This is an optimization exercise on Yosys and OpenROAD, whose aim is small area, a short achievable clock period and few clock cycles per item, not a production implementation.
At most, simulation tests tie the RTL to the original design; equivalence was not proved.

==> module aes_round, before the edit <==
module aes_round (
    input  logic                            clk,
    input  logic                            rst,
    input  logic                            running,
    input  logic                            valid,
    input  logic [aes_pkg::block_width-1:0] plaintext,
    input  logic [aes_pkg::block_width-1:0] key,
    input  aes_pkg::aes_state_t             round_key,
    input  aes_pkg::aes_state_t             round_in_key,
    output logic [aes_pkg::block_width-1:0] ciphertext
);
    localparam int num_bytes = aes_pkg::block_width / aes_pkg::byte_width;
    localparam int num_cols  = aes_pkg::block_width / aes_pkg::word_width;
    aes_pkg::aes_state_t cur_state;
    aes_pkg::aes_state_t add_state;
    aes_pkg::aes_state_t sub_state;
    aes_pkg::aes_state_t shift_state;
    logic [aes_pkg::block_width-1:0] result;
    localparam logic [aes_pkg::byte_width-1:0] xtime_two = 8'h1a;
    aes_pkg::aes_state_t late_half;
    aes_pkg::aes_state_t early_half;
    always_comb begin
        for (int c = 0; c < num_cols; c++) begin
            for (int i = 0; i < num_cols; i++) begin
                logic [aes_pkg::byte_width-1:0] a_i, a_1, a_2, a_3, s_i, s_2, x_i, k_i, p_i, q_i;
                a_i = cur_state.bytes[num_cols*c + i];
                a_1 = cur_state.bytes[num_cols*c + (i + 1) % num_cols];
                a_2 = cur_state.bytes[num_cols*c + (i + 2) % num_cols];
                a_3 = cur_state.bytes[num_cols*c + (i + 3) % num_cols];
                s_i = a_i ^ a_1;
                s_2 = a_2 ^ a_3;
                x_i = aes_pkg::xtime(s_i);
                k_i = round_key.bytes[num_cols*c + i];
                p_i = plaintext[aes_pkg::block_width-1 - aes_pkg::byte_width*(num_cols*c + i) -: aes_pkg::byte_width];
                q_i = key[aes_pkg::block_width-1 - aes_pkg::byte_width*(num_cols*c + i) -: aes_pkg::byte_width];
                for (int j = 0; j < aes_pkg::byte_width; j++) begin
                    if (xtime_two[j]) begin
                        late_half.bytes[num_cols*c + i][j]  = running ? x_i[j] : p_i[j];
                        early_half.bytes[num_cols*c + i][j] = running ? (s_2[j] ^ (a_1[j] ^ k_i[j])) : q_i[j];
                    end else begin
                        late_half.bytes[num_cols*c + i][j]  = running ? (x_i[j] ^ s_2[j]) : p_i[j];
                        early_half.bytes[num_cols*c + i][j] = (a_1[j] & running) ^ round_in_key.bytes[num_cols*c + i][j];
                    end
                end
            end
        end
    end
    assign add_state = late_half ^ early_half;
    for (genvar i = 0; i < num_bytes; i++) begin : g_sbox
        aes_sbox i_sbox (
            .a (add_state.bytes[i]),
            .y (sub_state.bytes[i])
        );
    end
    always_comb begin
        for (int c = 0; c < num_cols; c++) begin
            for (int r = 0; r < num_cols; r++) begin
                shift_state.bytes[num_cols*c + r] =
                    sub_state.bytes[num_cols*((c + r) % num_cols) + r];
            end
        end
    end
    always_ff @(posedge clk) begin
        cur_state <= shift_state;
    end
    assign ciphertext = valid ? (cur_state ^ round_key) : result;
    always_ff @(posedge clk or posedge rst) begin
        if (rst) begin
            result <= '0;
        end else begin
            result <= ciphertext;
        end
    end
endmodule
==> module aes_core, before the edit <==
module aes_core (
    input  logic                            clk,
    input  logic                            rst,
    input  logic                            start,
    input  logic [aes_pkg::block_width-1:0] plaintext,
    input  logic [aes_pkg::block_width-1:0] key,
    output logic [aes_pkg::block_width-1:0] ciphertext,
    output logic                            valid
);
    logic                           running;
    logic                           last_round;
    logic [aes_pkg::byte_width-1:0] rcon;
    aes_pkg::aes_state_t            round_key;
    aes_pkg::aes_state_t            round_in_key;
    aes_ctrl i_aes_ctrl (
        .clk        (clk),
        .rst        (rst),
        .start      (start),
        .last_round (last_round),
        .running    (running),
        .valid      (valid)
    );
    aes_round_counter i_aes_round_counter (
        .clk        (clk),
        .rst        (rst),
        .running    (running),
        .last_round (last_round),
        .rcon       (rcon)
    );
    aes_key_schedule i_aes_key_schedule (
        .clk       (clk),
        .running   (running),
        .key       (key),
        .rcon      (rcon),
        .round_key (round_key),
        .prev_key  (round_in_key)
    );
    aes_round i_aes_round (
        .clk        (clk),
        .rst        (rst),
        .running    (running),
        .valid      (valid),
        .plaintext    (plaintext),
        .key          (key),
        .round_key    (round_key),
        .round_in_key (round_in_key),
        .ciphertext (ciphertext)
    );
endmodule
export LEC_CHECK = 0
export ABC_AREA = 1
export CAP_MARGIN = 20
export CORE_MARGIN = 2
export CORE_UTILIZATION = 45
export SETUP_SLACK_MARGIN = 1.4
export SLEW_MARGIN = 20
create_clock -name core_clock -period 7.0 [get_ports {clk}]
standard.sh (not shown) runs the stock make flow with config.mk's settings and CLKGATE_MAP_FILE= SYNTH_SCRIPT=/design/flow/synth_recipe.tcl, a recipe that flattens the netlist after the stock synthesis.
==> flow/flow/run.sh <==
#!/bin/bash
# Standard ORFS layout with these changes:
#  - synthesis maps the logic with its own ABC script
#    (flow/abc_area.script: delay-oriented mapping with some area
#    recovery), which suits this XOR-heavy design far better than
#    the stock scripts;
#  - synthesis skips the half/full-adder extraction, which would
#    freeze XOR/AND pairs of the S-boxes into slow adder cells;
#  - every port still gets its own buffer, but the smallest one.
# The registers and their names are those of the standard synthesis.
# make's output goes to make_finish.log; each ORFS step writes its
# own full log under orfs/logs/.
set -euo pipefail
WORK=$(pwd)
rm -rf "$WORK/scripts_mod"
cp -r "$FLOW_HOME/scripts" "$WORK/scripts_mod"
cp "$WORK/flow/abc_area.script" "$WORK/scripts_mod/abc_area.script"
bash "$WORK/standard.sh" SCRIPTS_DIR="$WORK/scripts_mod" ABC_AREA=1 ADDER_MAP_FILE= \
    BUFFER_PORTS_ARGS="-buffer_cell sky130_fd_sc_hd__buf_1" \
    finish > "$WORK/make_finish.log" 2>&1
==> flow/flow/abc_area.script <==
strash
dc2
&get -n
&dch
&nf -p -R 50
&put
topo
stime -c
buffer -c
upsize -c
dnsize -c
Change:
--- a/flow/design.v
+++ b/flow/design.v
@@ -240,54 +240,45 @@
 module aes_round (
     input  logic                            clk,
     input  logic                            rst,
     input  logic                            running,
     input  logic                            valid,
     input  logic [aes_pkg::block_width-1:0] plaintext,
-    input  logic [aes_pkg::block_width-1:0] key,
     input  aes_pkg::aes_state_t             round_key,
     input  aes_pkg::aes_state_t             round_in_key,
     output logic [aes_pkg::block_width-1:0] ciphertext
 );
     localparam int num_bytes = aes_pkg::block_width / aes_pkg::byte_width;
     localparam int num_cols  = aes_pkg::block_width / aes_pkg::word_width;
     aes_pkg::aes_state_t cur_state;
+    aes_pkg::aes_state_t mix_state;
     aes_pkg::aes_state_t add_state;
     aes_pkg::aes_state_t sub_state;
     aes_pkg::aes_state_t shift_state;
     logic [aes_pkg::block_width-1:0] result;
-    localparam logic [aes_pkg::byte_width-1:0] xtime_two = 8'h1a;
-    aes_pkg::aes_state_t late_half;
-    aes_pkg::aes_state_t early_half;
+    function automatic logic [aes_pkg::word_width-1:0] mix_column(
+        input logic [aes_pkg::word_width-1:0] col
+    );
+        logic [aes_pkg::byte_width-1:0] a0, a1, a2, a3;
+        logic [aes_pkg::byte_width-1:0] s0, s1, s2, s3;
+        {a0, a1, a2, a3} = col;
+        s0 = a0 ^ a1;
+        s1 = a1 ^ a2;
+        s2 = a2 ^ a3;
+        s3 = a3 ^ a0;
+        mix_column = {aes_pkg::xtime(s0) ^ (s2 ^ a1),
+                      aes_pkg::xtime(s1) ^ (s3 ^ a2),
+                      aes_pkg::xtime(s2) ^ (s0 ^ a3),
+                      aes_pkg::xtime(s3) ^ (s1 ^ a0)};
+    endfunction
     always_comb begin
         for (int c = 0; c < num_cols; c++) begin
-            for (int i = 0; i < num_cols; i++) begin
-                logic [aes_pkg::byte_width-1:0] a_i, a_1, a_2, a_3, s_i, s_2, x_i, k_i, p_i, q_i;
-                a_i = cur_state.bytes[num_cols*c + i];
-                a_1 = cur_state.bytes[num_cols*c + (i + 1) % num_cols];
-                a_2 = cur_state.bytes[num_cols*c + (i + 2) % num_cols];
-                a_3 = cur_state.bytes[num_cols*c + (i + 3) % num_cols];
-                s_i = a_i ^ a_1;
-                s_2 = a_2 ^ a_3;
-                x_i = aes_pkg::xtime(s_i);
-                k_i = round_key.bytes[num_cols*c + i];
-                p_i = plaintext[aes_pkg::block_width-1 - aes_pkg::byte_width*(num_cols*c + i) -: aes_pkg::byte_width];
-                q_i = key[aes_pkg::block_width-1 - aes_pkg::byte_width*(num_cols*c + i) -: aes_pkg::byte_width];
-                for (int j = 0; j < aes_pkg::byte_width; j++) begin
-                    if (xtime_two[j]) begin
-                        late_half.bytes[num_cols*c + i][j]  = running ? x_i[j] : p_i[j];
-                        early_half.bytes[num_cols*c + i][j] = running ? (s_2[j] ^ (a_1[j] ^ k_i[j])) : q_i[j];
-                    end else begin
-                        late_half.bytes[num_cols*c + i][j]  = running ? (x_i[j] ^ s_2[j]) : p_i[j];
-                        early_half.bytes[num_cols*c + i][j] = (a_1[j] & running) ^ round_in_key.bytes[num_cols*c + i][j];
-                    end
-                end
-            end
+            mix_state.words[c] = mix_column(cur_state.words[c]);
         end
     end
-    assign add_state = late_half ^ early_half;
+    assign add_state = (running ? mix_state : plaintext) ^ round_in_key;
     for (genvar i = 0; i < num_bytes; i++) begin : g_sbox
         aes_sbox i_sbox (
             .a (add_state.bytes[i]),
             .y (sub_state.bytes[i])
         );
     end
@@ -352,12 +343,11 @@
     aes_round i_aes_round (
         .clk        (clk),
         .rst        (rst),
         .running    (running),
         .valid      (valid),
         .plaintext    (plaintext),
-        .key          (key),
         .round_key    (round_key),
         .round_in_key (round_in_key),
         .ciphertext (ciphertext)
     );
 endmodule
Result: The new run ran to the end with no violations. Cell area went down by 4.4%. Die area went down by 3.0%. Global-route usage went down by 0.75 points. Non-clock buffer count went down by 74. Via count went down by about 6%. Cell count went down by 4.2%. Setup slack improves by 0.11 ns. Fmax went up by about 2%. Register-to-register slack improves by 0.11 ns. Hold slack degrades by 0.037 ns. Synthesized area went down by about 3%.
Testbench counts after the change, summed over its fixed seeds: cycles 9,600, blocks 960.
For the first run of this note, only the layout was checked, not whether the RTL still works.

---

== v15 ==
aes_core with an RTL version that a note above also has.
For scale: about 4600 cells after synthesis, about 390 flip-flops, ~390 I/O pins, ~40000 sq um of cells after synthesis.
==> module aes_key_schedule, before the edit <==
module aes_key_schedule (
    input  logic                            clk,
    input  logic                            running,
    input  logic [aes_pkg::block_width-1:0] key,
    input  logic [aes_pkg::byte_width-1:0]  rcon,
    output aes_pkg::aes_state_t             round_key,
    output aes_pkg::aes_state_t             prev_key
);
    localparam int word_bytes = aes_pkg::word_width / aes_pkg::byte_width;
    aes_pkg::aes_state_t next_key;
    logic [aes_pkg::word_width-1:0] rot_word;
    logic [aes_pkg::word_width-1:0] sub_word;
    logic [aes_pkg::word_width-1:0] w0_rcon;
    assign prev_key = running ? round_key : key;
    assign rot_word = {prev_key.words[3][aes_pkg::word_width-aes_pkg::byte_width-1:0],
                       prev_key.words[3][aes_pkg::word_width-1 -: aes_pkg::byte_width]};
    for (genvar i = 0; i < word_bytes; i++) begin : g_sbox
        aes_sbox i_sbox (
            .a (rot_word[aes_pkg::byte_width*i +: aes_pkg::byte_width]),
            .y (sub_word[aes_pkg::byte_width*i +: aes_pkg::byte_width])
        );
    end
    assign w0_rcon = prev_key.words[0] ^ {rcon, {(aes_pkg::word_width-aes_pkg::byte_width){1'b0}}};
    logic [aes_pkg::word_width-1:0] w01, w012, w0123;
    assign w01   = w0_rcon ^ prev_key.words[1];
    assign w012  = w01 ^ prev_key.words[2];
    assign w0123 = w012 ^ prev_key.words[3];
    always_comb begin
        next_key.words[0] = w0_rcon ^ sub_word;
        next_key.words[1] = w01 ^ sub_word;
        next_key.words[2] = w012 ^ sub_word;
        next_key.words[3] = w0123 ^ sub_word;
    end
    always_ff @(posedge clk) begin
        round_key <= next_key;
    end
endmodule
==> module aes_round, before the edit <==
module aes_round (
    input  logic                            clk,
    input  logic                            rst,
    input  logic                            running,
    input  logic                            valid,
    input  logic [aes_pkg::block_width-1:0] plaintext,
    input  aes_pkg::aes_state_t             round_key,
    input  aes_pkg::aes_state_t             round_in_key,
    output logic [aes_pkg::block_width-1:0] ciphertext
);
    localparam int num_bytes = aes_pkg::block_width / aes_pkg::byte_width;
    localparam int num_cols  = aes_pkg::block_width / aes_pkg::word_width;
    aes_pkg::aes_state_t cur_state;
    aes_pkg::aes_state_t mix_state;
    aes_pkg::aes_state_t add_state;
    aes_pkg::aes_state_t sub_state;
    aes_pkg::aes_state_t shift_state;
    logic [aes_pkg::block_width-1:0] result;
    function automatic logic [aes_pkg::word_width-1:0] mix_column(
        input logic [aes_pkg::word_width-1:0] col
    );
        logic [aes_pkg::byte_width-1:0] a0, a1, a2, a3;
        logic [aes_pkg::byte_width-1:0] s0, s1, s2, s3;
        {a0, a1, a2, a3} = col;
        s0 = a0 ^ a1;
        s1 = a1 ^ a2;
        s2 = a2 ^ a3;
        s3 = a3 ^ a0;
        mix_column = {aes_pkg::xtime(s0) ^ (s2 ^ a1),
                      aes_pkg::xtime(s1) ^ (s3 ^ a2),
                      aes_pkg::xtime(s2) ^ (s0 ^ a3),
                      aes_pkg::xtime(s3) ^ (s1 ^ a0)};
    endfunction
    always_comb begin
        for (int c = 0; c < num_cols; c++) begin
            mix_state.words[c] = mix_column(cur_state.words[c]);
        end
    end
    assign add_state = (running ? mix_state : plaintext) ^ round_in_key;
    for (genvar i = 0; i < num_bytes; i++) begin : g_sbox
        aes_sbox i_sbox (
            .a (add_state.bytes[i]),
            .y (sub_state.bytes[i])
        );
    end
    always_comb begin
        for (int c = 0; c < num_cols; c++) begin
            for (int r = 0; r < num_cols; r++) begin
                shift_state.bytes[num_cols*c + r] =
                    sub_state.bytes[num_cols*((c + r) % num_cols) + r];
            end
        end
    end
    always_ff @(posedge clk) begin
        cur_state <= shift_state;
    end
    assign ciphertext = valid ? (cur_state ^ round_key) : result;
    always_ff @(posedge clk or posedge rst) begin
        if (rst) begin
            result <= '0;
        end else begin
            result <= ciphertext;
        end
    end
endmodule
==> module aes_core, before the edit <==
module aes_core (
    input  logic                            clk,
    input  logic                            rst,
    input  logic                            start,
    input  logic [aes_pkg::block_width-1:0] plaintext,
    input  logic [aes_pkg::block_width-1:0] key,
    output logic [aes_pkg::block_width-1:0] ciphertext,
    output logic                            valid
);
    logic                           running;
    logic                           last_round;
    logic [aes_pkg::byte_width-1:0] rcon;
    aes_pkg::aes_state_t            round_key;
    aes_pkg::aes_state_t            round_in_key;
    aes_ctrl i_aes_ctrl (
        .clk        (clk),
        .rst        (rst),
        .start      (start),
        .last_round (last_round),
        .running    (running),
        .valid      (valid)
    );
    aes_round_counter i_aes_round_counter (
        .clk        (clk),
        .rst        (rst),
        .running    (running),
        .last_round (last_round),
        .rcon       (rcon)
    );
    aes_key_schedule i_aes_key_schedule (
        .clk       (clk),
        .running   (running),
        .key       (key),
        .rcon      (rcon),
        .round_key (round_key),
        .prev_key  (round_in_key)
    );
    aes_round i_aes_round (
        .clk        (clk),
        .rst        (rst),
        .running    (running),
        .valid      (valid),
        .plaintext    (plaintext),
        .round_key    (round_key),
        .round_in_key (round_in_key),
        .ciphertext (ciphertext)
    );
endmodule
export LEC_CHECK = 0
export ABC_AREA = 1
export CAP_MARGIN = 20
export CORE_MARGIN = 2
export CORE_UTILIZATION = 45
export SETUP_SLACK_MARGIN = 1.25
export SLEW_MARGIN = 20
create_clock -name core_clock -period 7.0 [get_ports {clk}]
Scripts as last shown in full above: flow/flow/run.sh, flow/flow/abc_area.script
Every stage of the flow completed for v15, and the final layout passed the timing, DRC and antenna checks.
Testbench counts of v15, summed over its fixed seeds: cycles 9,600, blocks 960.
Relative to v15, the following input files were edited for v14:
==> flow/design.v, changed modules only <==
module aes_key_schedule (
    input  logic                            clk,
    input  logic                            running,
    input  logic [aes_pkg::block_width-1:0] key,
    input  logic [aes_pkg::byte_width-1:0]  rcon,
    output aes_pkg::aes_state_t             round_key
);
    localparam int word_bytes = aes_pkg::word_width / aes_pkg::byte_width;
    aes_pkg::aes_state_t prev_key;
    aes_pkg::aes_state_t next_key;
    logic [aes_pkg::word_width-1:0] rot_word;
    logic [aes_pkg::word_width-1:0] sub_word;
    logic [aes_pkg::word_width-1:0] w0_rcon;
    assign prev_key = running ? round_key : key;
    assign rot_word = {prev_key.words[3][aes_pkg::word_width-aes_pkg::byte_width-1:0],
                       prev_key.words[3][aes_pkg::word_width-1 -: aes_pkg::byte_width]};
    for (genvar i = 0; i < word_bytes; i++) begin : g_sbox
        aes_sbox i_sbox (
            .a (rot_word[aes_pkg::byte_width*i +: aes_pkg::byte_width]),
            .y (sub_word[aes_pkg::byte_width*i +: aes_pkg::byte_width])
        );
    end
    assign w0_rcon = prev_key.words[0] ^ {rcon, {(aes_pkg::word_width-aes_pkg::byte_width){1'b0}}};
    logic [aes_pkg::word_width-1:0] w01, w23;
    assign w01 = w0_rcon ^ prev_key.words[1];
    assign w23 = prev_key.words[2] ^ prev_key.words[3];
    always_comb begin
        next_key.words[0] = w0_rcon ^ sub_word;
        next_key.words[1] = w01 ^ sub_word;
        next_key.words[2] = prev_key.words[2] ^ next_key.words[1];
        next_key.words[3] = w23 ^ next_key.words[1];
    end
    always_ff @(posedge clk) begin
        round_key <= next_key;
    end
endmodule
module aes_round (
    input  logic                            clk,
    input  logic                            rst,
    input  logic                            running,
    input  logic                            valid,
    input  logic [aes_pkg::block_width-1:0] plaintext,
    input  logic [aes_pkg::block_width-1:0] key,
    input  aes_pkg::aes_state_t             round_key,
    output logic [aes_pkg::block_width-1:0] ciphertext
);
    localparam int num_bytes = aes_pkg::block_width / aes_pkg::byte_width;
    localparam int num_cols  = aes_pkg::block_width / aes_pkg::word_width;
    aes_pkg::aes_state_t cur_state;
    aes_pkg::aes_state_t mix_state;
    aes_pkg::aes_state_t add_state;
    aes_pkg::aes_state_t sub_state;
    aes_pkg::aes_state_t shift_state;
    logic [aes_pkg::block_width-1:0] result;
    function automatic logic [aes_pkg::word_width-1:0] mix_column(
        input logic [aes_pkg::word_width-1:0] col
    );
        logic [aes_pkg::byte_width-1:0] a0, a1, a2, a3;
        logic [aes_pkg::byte_width-1:0] s0, s1, s2, s3;
        {a0, a1, a2, a3} = col;
        s0 = a0 ^ a1;
        s1 = a1 ^ a2;
        s2 = a2 ^ a3;
        s3 = a3 ^ a0;
        mix_column = {aes_pkg::xtime(s0) ^ (s2 ^ a1),
                      aes_pkg::xtime(s1) ^ (s3 ^ a2),
                      aes_pkg::xtime(s2) ^ (s0 ^ a3),
                      aes_pkg::xtime(s3) ^ (s1 ^ a0)};
    endfunction
    always_comb begin
        for (int c = 0; c < num_cols; c++) begin
            mix_state.words[c] = mix_column(cur_state.words[c]);
        end
    end
    assign add_state = running ? (mix_state ^ round_key) : (plaintext ^ key);
    for (genvar i = 0; i < num_bytes; i++) begin : g_sbox
        aes_sbox i_sbox (
            .a (add_state.bytes[i]),
            .y (sub_state.bytes[i])
        );
    end
    always_comb begin
        for (int c = 0; c < num_cols; c++) begin
            for (int r = 0; r < num_cols; r++) begin
                shift_state.bytes[num_cols*c + r] =
                    sub_state.bytes[num_cols*((c + r) % num_cols) + r];
            end
        end
    end
    always_ff @(posedge clk) begin
        cur_state <= shift_state;
    end
    assign ciphertext = valid ? (cur_state ^ round_key) : result;
    always_ff @(posedge clk or posedge rst) begin
        if (rst) begin
            result <= '0;
        end else begin
            result <= ciphertext;
        end
    end
endmodule
module aes_core (
    input  logic                            clk,
    input  logic                            rst,
    input  logic                            start,
    input  logic [aes_pkg::block_width-1:0] plaintext,
    input  logic [aes_pkg::block_width-1:0] key,
    output logic [aes_pkg::block_width-1:0] ciphertext,
    output logic                            valid
);
    logic                           running;
    logic                           last_round;
    logic [aes_pkg::byte_width-1:0] rcon;
    aes_pkg::aes_state_t            round_key;
    aes_ctrl i_aes_ctrl (
        .clk        (clk),
        .rst        (rst),
        .start      (start),
        .last_round (last_round),
        .running    (running),
        .valid      (valid)
    );
    aes_round_counter i_aes_round_counter (
        .clk        (clk),
        .rst        (rst),
        .running    (running),
        .last_round (last_round),
        .rcon       (rcon)
    );
    aes_key_schedule i_aes_key_schedule (
        .clk       (clk),
        .running   (running),
        .key       (key),
        .rcon      (rcon),
        .round_key (round_key)
    );
    aes_round i_aes_round (
        .clk        (clk),
        .rst        (rst),
        .running    (running),
        .valid      (valid),
        .plaintext  (plaintext),
        .key        (key),
        .round_key  (round_key),
        .ciphertext (ciphertext)
    );
endmodule
Results
- Diff v15 -> v14: final core utilization closely matched the old numbers; global-route usage down 0.29 points; fraction of met3 tracks used by global routing decreased by 1.3 points relative to the old numbers; fmax moved down; wire length grew by 1.2%.
- v14 vs v15: cell count after synthesis up
- Cells: v14 has more instances than v15
- Relative to v15, the number of buffers inserted during clock tree synthesis measured on v14 has increased slightly.
- Higher worst setup timing slack at the placement stage among v15 and v14: v15
- Summary — hold slack, v14 relative to v15: higher, by 0.035 ns.
- Lower number of core rows was reported by v15, not v14.
- Across both runs, number of clock-tree buffers in the layout was higher for v14 than for v15.
Testbench counts of v14, summed over its fixed seeds: cycles 9,600, blocks 960.

==> re-timing with driven ports <==
Ports are ideal in the flow. The routed layouts listed here were re-timed in OpenROAD. Step 1 (the two cells are an assumption about what drives the block):
set clk [get_ports {clk}]
set_driving_cell -lib_cell sky130_fd_sc_hd__clkbuf_16 $clk
set_driving_cell -lib_cell sky130_fd_sc_hd__buf_2 [delete_from_list [all_inputs] $clk]
Step 2, shift: input delay + t, output delay - t, t = (earliest + latest rising clock arrival at the registers) / 2. This alone moves slack from input paths to output paths. Slacks: ideal / step 1 / step 2; pairs: ideal / step 1.
run	t (ns)	slack for setup (ns)	worst setup path after step 2	latest minus earliest clock arrival (ns)
the first run of note 1	0.721	1.467 / 1.468 / 0.920	input to register	0.033 / 0.034
the second run of note 1	0.716	1.578 / 1.578 / 0.957	input to register	0.036 / 0.035
v15	0.717	1.479 / 1.479 / 0.812	input to register	0.033 / 0.034
v14	0.696	1.411 / 1.444 / 0.765	input to register	0.029 / 0.029
After both steps setup and hold are still met in every run listed. The setup slack of v15, which loses most, moves by 0.000 ns with the drivers and by -0.667 ns with both steps.
